Background: an optimization exercise with open tools, aiming at small area and a short achievable clock period. Do not read the settings as production practice. Only simulation tests tie the RTL to the original design; equivalence was not proved. Power and IR drop assume default switching activity.

**run.sh**
```bash
#!/bin/bash
# synth_recipe.tcl (not shown) runs the flow's synth.tcl, then flattens the netlist and writes it again
# the make line also repeats each setting of config.mk as NAME=value (left out here)
make -C /OpenROAD-flow-scripts/flow DESIGN_CONFIG=/design/flow/config.mk WORK_HOME=/design/flow/orfs CLKGATE_MAP_FILE= SYNTH_SCRIPT=/design/flow/synth_recipe.tcl finish
```
**config.mk**
```make
export PLATFORM = sky130hd
export DESIGN_NAME = silicon_net_top
export DESIGN_NICKNAME = silicon_net_top
export VERILOG_FILES = /design/flow/design.v
export SDC_FILE = /design/flow/constraint.sdc
export NUM_CORES = 4
export LEC_CHECK = 0
export CAP_MARGIN = 20
export CORE_MARGIN = 2
export CORE_UTILIZATION = 40
export SLEW_MARGIN = 20
```
**constraint.sdc**
```tcl
create_clock -name core_clock -period 7.0 [get_ports {clk}]
set_input_delay 1.4000 -clock core_clock [delete_from_list [all_inputs] [get_ports {clk}]]
set_output_delay 1.4000 -clock core_clock [all_outputs]
set_load 0.01 [all_outputs]
```
**design.v**
```verilog
package net_pkg;
    localparam int NUM_PORTS   = 4;
    localparam int PORT_W      = 2;
    localparam int DATA_W      = 32;
    localparam int KEY_W       = 8;
    localparam int NUM_ENTRIES = 8;
    localparam int ENTRY_W     = 3;
    localparam int CNT_W       = 16;
    localparam int ADDR_W      = 16;
    localparam int KEY_LSB     = 0;
    localparam int MASK_LSB    = 8;
    localparam int EP_LSB      = 16;
    localparam int VALID_BIT   = 18;
    localparam int IDX_LSB     = 0;
    localparam int PORT_LSB    = 4;
    localparam int OP_LSB      = 8;
    typedef enum logic [3:0] {
        OP_WRITE_ENTRY  = 4'd1,
        OP_READ_ENTRY   = 4'd2,
        OP_READ_COUNTER = 4'd3
    } ctl_op_e;
    typedef enum logic {
        CNT_FORWARDED = 1'b0,
        CNT_DROPPED   = 1'b1
    } cnt_sel_e;
endpackage
`timescale 1ns/1ps
import net_pkg::*;
module forward_table (
    input  logic                        clk,
    input  logic                        rst_n_i,
    input  logic                        wr_i,
    input  logic [net_pkg::ENTRY_W-1:0] wr_idx_i,
    input  logic [net_pkg::DATA_W-1:0]  wr_entry_i,
    input  logic [net_pkg::KEY_W-1:0]   lookup_key_i,
    output logic                        hit_o,
    output logic [net_pkg::PORT_W-1:0]  hit_ep_o,
    input  logic [net_pkg::ENTRY_W-1:0] rd_idx_i,
    output logic [net_pkg::DATA_W-1:0]  rd_entry_o
);
    logic [NUM_ENTRIES-1:0] valid_q;
    logic [KEY_W-1:0]       key_q  [NUM_ENTRIES];
    logic [KEY_W-1:0]       mask_q [NUM_ENTRIES];
    logic [PORT_W-1:0]      ep_q   [NUM_ENTRIES];
    always_ff @(posedge clk or negedge rst_n_i) begin
        if (!rst_n_i) begin
            valid_q <= '0;
        end else if (wr_i) begin
            valid_q[wr_idx_i] <= wr_entry_i[VALID_BIT];
        end
    end
    always_ff @(posedge clk) begin
        if (wr_i) begin
            key_q[wr_idx_i]  <= wr_entry_i[KEY_LSB +: KEY_W];
            mask_q[wr_idx_i] <= wr_entry_i[MASK_LSB +: KEY_W];
            ep_q[wr_idx_i]   <= wr_entry_i[EP_LSB +: PORT_W];
        end
    end
    always_comb begin
        hit_o    = 1'b0;
        hit_ep_o = '0;
        for (int e = NUM_ENTRIES - 1; e >= 0; e--) begin
            if (valid_q[e] && (((lookup_key_i ^ key_q[e]) & mask_q[e]) == '0)) begin
                hit_o    = 1'b1;
                hit_ep_o = ep_q[e];
            end
        end
    end
    always_comb begin
        rd_entry_o                        = '0;
        rd_entry_o[KEY_LSB +: KEY_W]      = key_q[rd_idx_i];
        rd_entry_o[MASK_LSB +: KEY_W]     = mask_q[rd_idx_i];
        rd_entry_o[EP_LSB +: PORT_W]      = ep_q[rd_idx_i];
        rd_entry_o[VALID_BIT]             = valid_q[rd_idx_i];
    end
endmodule
`timescale 1ns/1ps
import net_pkg::*;
module net_controller (
    input  logic                        clk,
    input  logic                        rst_n_i,
    input  logic                        ctl_read_i,
    input  logic                        ctl_write_i,
    input  logic [net_pkg::ADDR_W-1:0]  ctl_addr_i,
    input  logic [net_pkg::DATA_W-1:0]  ctl_wrdata_i,
    output logic [net_pkg::DATA_W-1:0]  ctl_rddata_o,
    output logic                        ctl_rdvalid_o,
    input  logic                        [net_pkg::NUM_PORTS-1:0] rd_valid_i,
    input  logic [net_pkg::NUM_PORTS-1:0][net_pkg::DATA_W-1:0] rd_data_i,
    output logic                        [net_pkg::NUM_PORTS-1:0] cfg_wr_o,
    output logic                        [net_pkg::NUM_PORTS-1:0] cfg_rd_entry_o,
    output logic                        [net_pkg::NUM_PORTS-1:0] cnt_rd_o,
    output logic [net_pkg::ENTRY_W-1:0] cfg_idx_o,
    output logic [net_pkg::DATA_W-1:0]  cfg_entry_o,
    output net_pkg::cnt_sel_e           cnt_sel_o
);
    net_pkg::ctl_op_e  op;
    logic [PORT_W-1:0] port;
    logic              rd_pend_q;
    logic [PORT_W-1:0] rd_port_q;
    assign op          = net_pkg::ctl_op_e'(ctl_addr_i[OP_LSB +: 4]);
    assign port        = ctl_addr_i[PORT_LSB +: PORT_W];
    assign cfg_idx_o   = ctl_addr_i[IDX_LSB +: ENTRY_W];
    assign cfg_entry_o = ctl_wrdata_i;
    assign cnt_sel_o   = net_pkg::cnt_sel_e'(ctl_addr_i[IDX_LSB]);
    always_comb begin
        for (int p = 0; p < NUM_PORTS; p++) begin
            cfg_wr_o[p]       = ctl_write_i && (op == OP_WRITE_ENTRY) && (port == PORT_W'(p));
            cfg_rd_entry_o[p] = ctl_read_i && (op == OP_READ_ENTRY) && (port == PORT_W'(p));
            cnt_rd_o[p]       = ctl_read_i && (op == OP_READ_COUNTER) && (port == PORT_W'(p));
        end
    end
    always_ff @(posedge clk or negedge rst_n_i) begin
        if (!rst_n_i) begin
            rd_pend_q     <= 1'b0;
            ctl_rdvalid_o <= 1'b0;
        end else begin
            rd_pend_q     <= ctl_read_i;
            ctl_rdvalid_o <= rd_pend_q;
        end
    end
    always_ff @(posedge clk) begin
        rd_port_q    <= port;
        ctl_rddata_o <= rd_valid_i[rd_port_q] ? rd_data_i[rd_port_q] : '0;
    end
endmodule
`timescale 1ns/1ps
import net_pkg::*;
module port_connector (
    input  logic                        clk,
    input  logic                        rst_n_i,
    input  logic [net_pkg::DATA_W-1:0]  sa_data_i,
    input  logic                        sa_valid_i,
    input  logic                        sa_first_i,
    input  logic                        sa_last_i,
    output logic                        sa_ready_o,
    input  logic                        cfg_wr_i,
    input  logic                        cfg_rd_entry_i,
    input  logic                        cnt_rd_i,
    input  logic [net_pkg::ENTRY_W-1:0] cfg_idx_i,
    input  logic [net_pkg::DATA_W-1:0]  cfg_entry_i,
    input  net_pkg::cnt_sel_e           cnt_sel_i,
    output logic                        rd_valid_o,
    output logic [net_pkg::DATA_W-1:0]  rd_data_o,
    output logic                        req_valid_o,
    output logic                        req_first_o,
    output logic                        req_last_o,
    output logic [net_pkg::DATA_W-1:0]  req_data_o,
    output logic [net_pkg::PORT_W-1:0]  req_dest_o,
    input  logic                        req_ready_i
);
    typedef enum logic [1:0] {
        ST_IDLE,
        ST_FWD,
        ST_DROP
    } state_e;
    state_e            state_q;
    logic [PORT_W-1:0] dest_q;
    logic              hit;
    logic [PORT_W-1:0] hit_ep;
    logic [DATA_W-1:0] tbl_entry;
    logic              fwd_now;
    logic              drop_now;
    logic              beat;
    logic [CNT_W-1:0]  fwd_cnt_q;
    logic [CNT_W-1:0]  drop_cnt_q;
    forward_table u_table (
        .clk          (clk),
        .rst_n_i      (rst_n_i),
        .wr_i         (cfg_wr_i),
        .wr_idx_i     (cfg_idx_i),
        .wr_entry_i   (cfg_entry_i),
        .lookup_key_i (sa_data_i[KEY_W-1:0]),
        .hit_o        (hit),
        .hit_ep_o     (hit_ep),
        .rd_idx_i     (cfg_idx_i),
        .rd_entry_o   (tbl_entry)
    );
    always_comb begin
        fwd_now    = 1'b0;
        drop_now   = 1'b0;
        req_dest_o = dest_q;
        case (state_q)
            ST_IDLE: begin
                fwd_now    = hit;
                drop_now   = !hit;
                req_dest_o = hit_ep;
            end
            ST_FWD:  fwd_now  = 1'b1;
            default: drop_now = 1'b1;
        endcase
    end
    assign req_valid_o = sa_valid_i && fwd_now;
    assign req_first_o = sa_first_i;
    assign req_last_o  = sa_last_i;
    assign req_data_o  = sa_data_i;
    assign sa_ready_o  = drop_now || (fwd_now && req_ready_i);
    assign beat        = sa_valid_i && sa_ready_o;
    always_ff @(posedge clk or negedge rst_n_i) begin
        if (!rst_n_i) begin
            state_q    <= ST_IDLE;
            fwd_cnt_q  <= '0;
            drop_cnt_q <= '0;
        end else if (beat) begin
            if (sa_last_i) begin
                state_q <= ST_IDLE;
            end else if (state_q == ST_IDLE) begin
                state_q <= hit ? ST_FWD : ST_DROP;
            end
            if (sa_last_i && fwd_now) begin
                fwd_cnt_q <= fwd_cnt_q + 1'b1;
            end
            if (sa_last_i && drop_now) begin
                drop_cnt_q <= drop_cnt_q + 1'b1;
            end
        end
    end
    always_ff @(posedge clk) begin
        if (state_q == ST_IDLE) begin
            dest_q <= hit_ep;
        end
    end
    always_ff @(posedge clk or negedge rst_n_i) begin
        if (!rst_n_i) begin
            rd_valid_o <= 1'b0;
        end else begin
            rd_valid_o <= cfg_rd_entry_i || cnt_rd_i;
        end
    end
    always_ff @(posedge clk) begin
        if (cfg_rd_entry_i) begin
            rd_data_o <= tbl_entry;
        end else begin
            case (cnt_sel_i)
                CNT_FORWARDED: rd_data_o <= DATA_W'(fwd_cnt_q);
                default:       rd_data_o <= DATA_W'(drop_cnt_q);
            endcase
        end
    end
endmodule
`timescale 1ns/1ps
import net_pkg::*;
module switch_fabric (
    input  logic                       clk,
    input  logic                       rst_n_i,
    input  logic                       [net_pkg::NUM_PORTS-1:0] req_valid_i,
    input  logic                       [net_pkg::NUM_PORTS-1:0] req_first_i,
    input  logic                       [net_pkg::NUM_PORTS-1:0] req_last_i,
    input  logic [net_pkg::NUM_PORTS-1:0][net_pkg::DATA_W-1:0] req_data_i,
    input  logic [net_pkg::NUM_PORTS-1:0][net_pkg::PORT_W-1:0] req_dest_i,
    output logic                       [net_pkg::NUM_PORTS-1:0] req_ready_o,
    output logic                       [net_pkg::NUM_PORTS-1:0] out_valid_o,
    output logic                       [net_pkg::NUM_PORTS-1:0] out_first_o,
    output logic                       [net_pkg::NUM_PORTS-1:0] out_last_o,
    output logic [net_pkg::NUM_PORTS-1:0][net_pkg::DATA_W-1:0] out_data_o,
    input  logic                       [net_pkg::NUM_PORTS-1:0] out_ready_i
);
    logic              [NUM_PORTS-1:0] busy_q;
    logic [NUM_PORTS-1:0][PORT_W-1:0] owner_q;
    logic [NUM_PORTS-1:0][PORT_W-1:0] last_q;
    logic              [NUM_PORTS-1:0] grant_v;
    logic [NUM_PORTS-1:0][PORT_W-1:0] grant_idx;
    always_comb begin
        logic [PORT_W-1:0] cand;
        for (int o = 0; o < NUM_PORTS; o++) begin
            grant_v[o]   = 1'b0;
            grant_idx[o] = last_q[o];
            for (int k = NUM_PORTS; k >= 1; k--) begin
                cand = last_q[o] + PORT_W'(k);
                if (req_valid_i[cand] && req_first_i[cand] && (req_dest_i[cand] == PORT_W'(o))) begin
                    grant_v[o]   = 1'b1;
                    grant_idx[o] = cand;
                end
            end
        end
    end
    always_ff @(posedge clk or negedge rst_n_i) begin
        if (!rst_n_i) begin
            for (int o = 0; o < NUM_PORTS; o++) begin
                busy_q[o]  <= 1'b0;
                owner_q[o] <= '0;
                last_q[o]  <= PORT_W'(NUM_PORTS - 1);
            end
        end else begin
            for (int o = 0; o < NUM_PORTS; o++) begin
                if (!busy_q[o] && grant_v[o]) begin
                    busy_q[o]  <= 1'b1;
                    owner_q[o] <= grant_idx[o];
                    last_q[o]  <= grant_idx[o];
                end else if (out_valid_o[o] && out_ready_i[o] && out_last_o[o]) begin
                    busy_q[o] <= 1'b0;
                end
            end
        end
    end
    always_comb begin
        for (int o = 0; o < NUM_PORTS; o++) begin
            out_valid_o[o] = busy_q[o] && req_valid_i[owner_q[o]];
            out_first_o[o] = req_first_i[owner_q[o]];
            out_last_o[o]  = req_last_i[owner_q[o]];
            out_data_o[o]  = req_data_i[owner_q[o]];
        end
    end
    always_comb begin
        for (int i = 0; i < NUM_PORTS; i++) begin
            req_ready_o[i] = 1'b0;
        end
        for (int o = 0; o < NUM_PORTS; o++) begin
            if (busy_q[o]) begin
                req_ready_o[owner_q[o]] = out_ready_i[o];
            end
        end
    end
endmodule
`timescale 1ns/1ps
import net_pkg::*;
module silicon_net (
    input  logic                        clk,
    input  logic                        rst_n_i,
    output logic [net_pkg::NUM_PORTS-1:0][net_pkg::DATA_W-1:0] sa_data_o,
    output logic                        [net_pkg::NUM_PORTS-1:0] sa_valid_o,
    output logic                        [net_pkg::NUM_PORTS-1:0] sa_first_o,
    output logic                        [net_pkg::NUM_PORTS-1:0] sa_last_o,
    input  logic                        [net_pkg::NUM_PORTS-1:0] sa_ready_i,
    input  logic [net_pkg::NUM_PORTS-1:0][net_pkg::DATA_W-1:0] sa_data_i,
    input  logic                        [net_pkg::NUM_PORTS-1:0] sa_valid_i,
    input  logic                        [net_pkg::NUM_PORTS-1:0] sa_first_i,
    input  logic                        [net_pkg::NUM_PORTS-1:0] sa_last_i,
    output logic                        [net_pkg::NUM_PORTS-1:0] sa_ready_o,
    input  logic                        ctl_read_i,
    input  logic                        ctl_write_i,
    input  logic [net_pkg::ADDR_W-1:0]  ctl_addr_i,
    input  logic [net_pkg::DATA_W-1:0]  ctl_wrdata_i,
    output logic [net_pkg::DATA_W-1:0]  ctl_rddata_o,
    output logic                        ctl_rdvalid_o
);
    logic               [NUM_PORTS-1:0] cfg_wr;
    logic               [NUM_PORTS-1:0] cfg_rd_entry;
    logic               [NUM_PORTS-1:0] cnt_rd;
    logic [ENTRY_W-1:0] cfg_idx;
    logic [DATA_W-1:0]  cfg_entry;
    net_pkg::cnt_sel_e  cnt_sel;
    logic               [NUM_PORTS-1:0] rd_valid;
    logic [NUM_PORTS-1:0][DATA_W-1:0] rd_data;
    logic               [NUM_PORTS-1:0] req_valid;
    logic               [NUM_PORTS-1:0] req_first;
    logic               [NUM_PORTS-1:0] req_last;
    logic [NUM_PORTS-1:0][DATA_W-1:0] req_data;
    logic [NUM_PORTS-1:0][PORT_W-1:0] req_dest;
    logic               [NUM_PORTS-1:0] req_ready;
    net_controller u_ctrl (
        .clk            (clk),
        .rst_n_i        (rst_n_i),
        .ctl_read_i     (ctl_read_i),
        .ctl_write_i    (ctl_write_i),
        .ctl_addr_i     (ctl_addr_i),
        .ctl_wrdata_i   (ctl_wrdata_i),
        .ctl_rddata_o   (ctl_rddata_o),
        .ctl_rdvalid_o  (ctl_rdvalid_o),
        .rd_valid_i     (rd_valid),
        .rd_data_i      (rd_data),
        .cfg_wr_o       (cfg_wr),
        .cfg_rd_entry_o (cfg_rd_entry),
        .cnt_rd_o       (cnt_rd),
        .cfg_idx_o      (cfg_idx),
        .cfg_entry_o    (cfg_entry),
        .cnt_sel_o      (cnt_sel)
    );
    for (genvar p = 0; p < NUM_PORTS; p++) begin : gen_port
        port_connector u_conn (
            .clk            (clk),
            .rst_n_i        (rst_n_i),
            .sa_data_i      (sa_data_i[p]),
            .sa_valid_i     (sa_valid_i[p]),
            .sa_first_i     (sa_first_i[p]),
            .sa_last_i      (sa_last_i[p]),
            .sa_ready_o     (sa_ready_o[p]),
            .cfg_wr_i       (cfg_wr[p]),
            .cfg_rd_entry_i (cfg_rd_entry[p]),
            .cnt_rd_i       (cnt_rd[p]),
            .cfg_idx_i      (cfg_idx),
            .cfg_entry_i    (cfg_entry),
            .cnt_sel_i      (cnt_sel),
            .rd_valid_o     (rd_valid[p]),
            .rd_data_o      (rd_data[p]),
            .req_valid_o    (req_valid[p]),
            .req_first_o    (req_first[p]),
            .req_last_o     (req_last[p]),
            .req_data_o     (req_data[p]),
            .req_dest_o     (req_dest[p]),
            .req_ready_i    (req_ready[p])
        );
    end
    switch_fabric u_switch (
        .clk         (clk),
        .rst_n_i     (rst_n_i),
        .req_valid_i (req_valid),
        .req_first_i (req_first),
        .req_last_i  (req_last),
        .req_data_i  (req_data),
        .req_dest_i  (req_dest),
        .req_ready_o (req_ready),
        .out_valid_o (sa_valid_o),
        .out_first_o (sa_first_o),
        .out_last_o  (sa_last_o),
        .out_data_o  (sa_data_o),
        .out_ready_i (sa_ready_i)
    );
endmodule
`timescale 1ns/1ps
module silicon_net_top (
    input  logic          clk,
    input  logic          rst_n_i,
    output logic [127:0]  sa_data_o,
    output logic [3:0]    sa_valid_o,
    output logic [3:0]    sa_first_o,
    output logic [3:0]    sa_last_o,
    input  logic [3:0]    sa_ready_i,
    input  logic [127:0]  sa_data_i,
    input  logic [3:0]    sa_valid_i,
    input  logic [3:0]    sa_first_i,
    input  logic [3:0]    sa_last_i,
    output logic [3:0]    sa_ready_o,
    input  logic          ctl_read_i,
    input  logic          ctl_write_i,
    input  logic [15:0]   ctl_addr_i,
    input  logic [31:0]   ctl_wrdata_i,
    output logic [31:0]   ctl_rddata_o,
    output logic          ctl_rdvalid_o
);
    silicon_net u_net (
        .clk           (clk),
        .rst_n_i       (rst_n_i),
        .sa_data_o     (sa_data_o),
        .sa_valid_o    (sa_valid_o),
        .sa_first_o    (sa_first_o),
        .sa_last_o     (sa_last_o),
        .sa_ready_i    (sa_ready_i),
        .sa_data_i     (sa_data_i),
        .sa_valid_i    (sa_valid_i),
        .sa_first_i    (sa_first_i),
        .sa_last_i     (sa_last_i),
        .sa_ready_o    (sa_ready_o),
        .ctl_read_i    (ctl_read_i),
        .ctl_write_i   (ctl_write_i),
        .ctl_addr_i    (ctl_addr_i),
        .ctl_wrdata_i  (ctl_wrdata_i),
        .ctl_rddata_o  (ctl_rddata_o),
        .ctl_rdvalid_o (ctl_rdvalid_o)
    );
endmodule
```
==> results.cfg <==
[outcome]
outcome = timing/DRC/antenna clean

[finish]
final_util_pct = 48.3
drive_gt1_share_pct = 15.5
area_growth_pct = 20.2
mostFrequentLayoutCell = edfxtp_1
nets = 3747
final_cells = 5013
final_cell_mix = 576 x edfxtp_1, 350 x a22oi_1, 337 x clkdlybuf4s50_1, 298 x xor2_1, 178 x dfrtp_1
fillers = 9270
post-route-cell-area_um2 = 50700
multi_input_area_um2 = 17100
seqCellArea_um2 = 24300

[route]
drt_iter0_drc = 4315
drt_wl_total_um = 150000
met1Wirelength_um = 62100
ant_nets = 0
viasPerCell = 6.11
wl_met2_um = 67700
highest_layer = met5
drt_pass1_iterations = 7
wl_met3_um = 15000
routedWlPerCell_um = 29.9
num_vias = 30600
drc_errors = 0

[timing]
period_needed_ps = 6790
max_freq_mhz = 147
final.setup.tns_ps = 0
slew_violations = 0
hold_viol = 0
fin_skew_ps = 25.0
slew_headroom_pct = 23.0
timing.final.crit_share_pct = 97.0
setup_ws_ps = 213
rsz0062_at_grt = false
final-setup-viol-count = 0
tightest_slew_ps = 1160
hold_slack_ps = 352

[yosys]
ys_seq_elements = 875
yosysWarnings = 4
synth_top_area_share_pct = 41.0
async_flop_share_pct = 22.2
synth_edf_count = 576
yosysTopAreaCell = edfxtp_1
synthFlopType = edfxtp_1
syn_inst = 3160
syn_avg_cell_area_um2 = 13.4
ys_types = 98
yosysSeqAreaShare_pct = 57.5
synthesis.area_um2 = 42200
synthTopCellsByArea = edfxtp_1 41%, dfrtp_1 11%, mux4_2 8.6%

[placement]
globalplace.congestion = 0.915
dpl.cell_count = 4832
portBuffers = 339
dpl.hpwl_um = 106000
post_dp_cell_area_um2 = 47600
dp_worst_setup_slack_ps = 264

[critical_path]
cp-end-kind = output port
r2r_end = u_net.u_switch.owner_q[1]$_DFFE_PN0P_
r2r_start = u_net.gen_port[3].u_conn.u_table.key_q[4][3]$_DFFE_PP_
cp_num_buf_inv = 3
worstSetupStartpointType = primary input
critPathRequiredTime_ps = 5600
cp_slowest_stage_delay_ps = 900
cp_slowest_cell = clkdlybuf4s50_1
r2r_setup_slack_ps = 2680
cp.depth = 11
cpLargestDelayFamily = buffers and inverters
arrival_ps = 5390
crit_start = sa_data_i[98]
crit_path_end = sa_valid_o[0]
critPathMostFrequentCell = clkdlybuf4s50_1
crit_chain = clkdlybuf4s50_1 -> buf_4 -> xor2_1 -> a22oi_1 -> nand3_1 -> o221ai_1 -> o41ai_2 -> nor2_2 -> mux4_2 -> and2_1 -> clkdlybuf4s50_1
cp_max_fo = 8
critPathKind = primary input to output port
reg2reg_depth = 12

[clocking]
cts_max_level = 3
cts.sinks = 875
cts_resized = 0
clk_latency_ps = 670
cts_buffer_depth = 3
cts_tree = built
clkTransAtPathRegs_ps = 50
post-cts-setup-buffers = 0
hold_buffers = 0
clockRootBuffer = clkbuf_16
cts-buffers-inserted = 96

[floorplanning]
start_util_pct = 40.2
rows = 119
core-area_um2 = 105000
dieWidth_um = 329
ios = 373
die_area_um2 = 108000
die_h_um = 329

[global_routing]
grt_max_degree = 95
grt_usage_pct = 27.3
grt_pass1_vias = 29500
grt_pass1_wl_um = 213000
grt_overflow = 0
antenna_found_initial = 12

[pwr]
power_mw = 14.7
powerDensity_nw_per_um2 = 289
p_leak_nw = 18.0
ir_drop_mv = 0.188

[worst_hold_path]
hp-class = register to register

[flow_run]
drv_cap = 0
worst min path at each step:
stage | from | end | slack, ps | depth (start not counted)
global placement | u_net.u_ctrl.rd_pend_q$_DFF_PN0_ | u_net.u_ctrl.ctl_rdvalid_o$_DFF_PN0_ | 340 | 0
CTS | u_net.u_ctrl.rd_pend_q$_DFF_PN0_ | u_net.u_ctrl.ctl_rdvalid_o$_DFF_PN0_ | 350 | 0
global route | u_net.u_ctrl.rd_pend_q$_DFF_PN0_ | u_net.u_ctrl.ctl_rdvalid_o$_DFF_PN0_ | 350 | 0
finish | u_net.u_ctrl.rd_pend_q$_DFF_PN0_ | u_net.u_ctrl.ctl_rdvalid_o$_DFF_PN0_ | 350 | 0
floorplan | u_net.u_ctrl.rd_pend_q$_DFF_PN0_ | u_net.u_ctrl.ctl_rdvalid_o$_DFF_PN0_ | 330 | 0
detailed placement | u_net.u_ctrl.rd_pend_q$_DFF_PN0_ | u_net.u_ctrl.ctl_rdvalid_o$_DFF_PN0_ | 350 | 0
power breakdown:
| part | switching (mW) | total [mW] | internal [mW] |
|---|---|---|---|
| logic | 1.92 | 3.67 | 1.76 |
| clock network | 2.11 | 5.00 | 2.89 |
| registers | 0.253 | 6.00 | 5.74 |
registers in the layout (all words and copies together) (netlist names), 4 cells and up:
name and cells:
u_net.gen_port.u_conn.u_table.key_q 256, u_net.gen_port.u_conn.u_table.mask_q 256, u_net.gen_port.u_conn.rd_data_o 76, u_net.gen_port.u_conn.drop_cnt_q 64, u_net.gen_port.u_conn.fwd_cnt_q 64, u_net.gen_port.u_conn.u_table.ep_q 64, u_net.gen_port.u_conn.u_table.valid_q 32, u_net.u_ctrl.ctl_rddata_o 19
u_net.gen_port.u_conn.dest_q 8, u_net.gen_port.u_conn.state_q 8, u_net.u_switch.last_q 8, u_net.u_switch.owner_q 8, u_net.gen_port.u_conn.rd_valid_o 4, u_net.u_switch.busy_q 4
worst register-to-register path: stages (launching register included):
cell	delay [ps]
edfxtp_1	400
xor2_1	170
a222oi_1	570
nand4_1	370
and3_1	310
o22a_1	240
o31ai_4	550
inv_2	250
nor3_1	590
mux2i_1	250
o211ai_2	240
xor2_1	170
a21oi_1	80
cells in the mapped netlist, drive strengths merged (61+ instances only):
master / number
a21oi: 94
a22oi: 350
buf: 85
clkbuf: 112
dfrtp: 186
dfxtp: 105
edfxtp: 576
mux2i: 80
mux4: 161
nand2: 148
nand3: 61
nand4: 119
nor2: 207
o21ai: 67
xnor2: 84
xor2: 298
logic make-up after synthesis:
family	share of synthesized area [%]
flops	57.5
simple gates	8.95
compound gates	11.8
xor+xnor	7.93
mux	11.0
buf+inv	2.54
fa+ha+maj	0.356
other cells	0.00888
routing by layer:
layer  up-vias  GRT usage [%]
met5         -              0
met4         2           8.64
met3       236           5.97
met2      1665           41.6
met1     15600           38.7
li1      13100              -
layout make-up:
cell class,instances,area share [%]
multi-input cells,2059,33.6
inverters,41,0.303
clock inverters,43,0.727
flip-flops and latches,875,47.8
clock buffers,135,5.37
repair buffers,466,8.68
well taps,1391,3.43
diodes,3,0.0148

## re-timing with driven ports
The flow's constraints put no driver on any port. The routed layout listed below was extracted and timed again, unchanged, in two steps.
Step 1: set_driving_cell puts a clkbuf_16 on clk and a buf_2 on each other input, an assumption about the parent block.
Step 2, shift: input delay + t, output delay - t, t = (earliest + latest rising clock arrival at the registers) / 2. This alone moves slack from input paths to output paths.
Three values: no drivers, after step 1, after step 2; two values: the first two.
t, ns: 0.730
setup WS [ns]: 0.213 / 0.176 / 0.176
clock arrival spread, ns: 0.025 / 0.025
After both steps setup and hold are still met in this run. For this run, drivers alone change the setup slack by -0.037 ns; drivers and shift together by -0.037 ns.
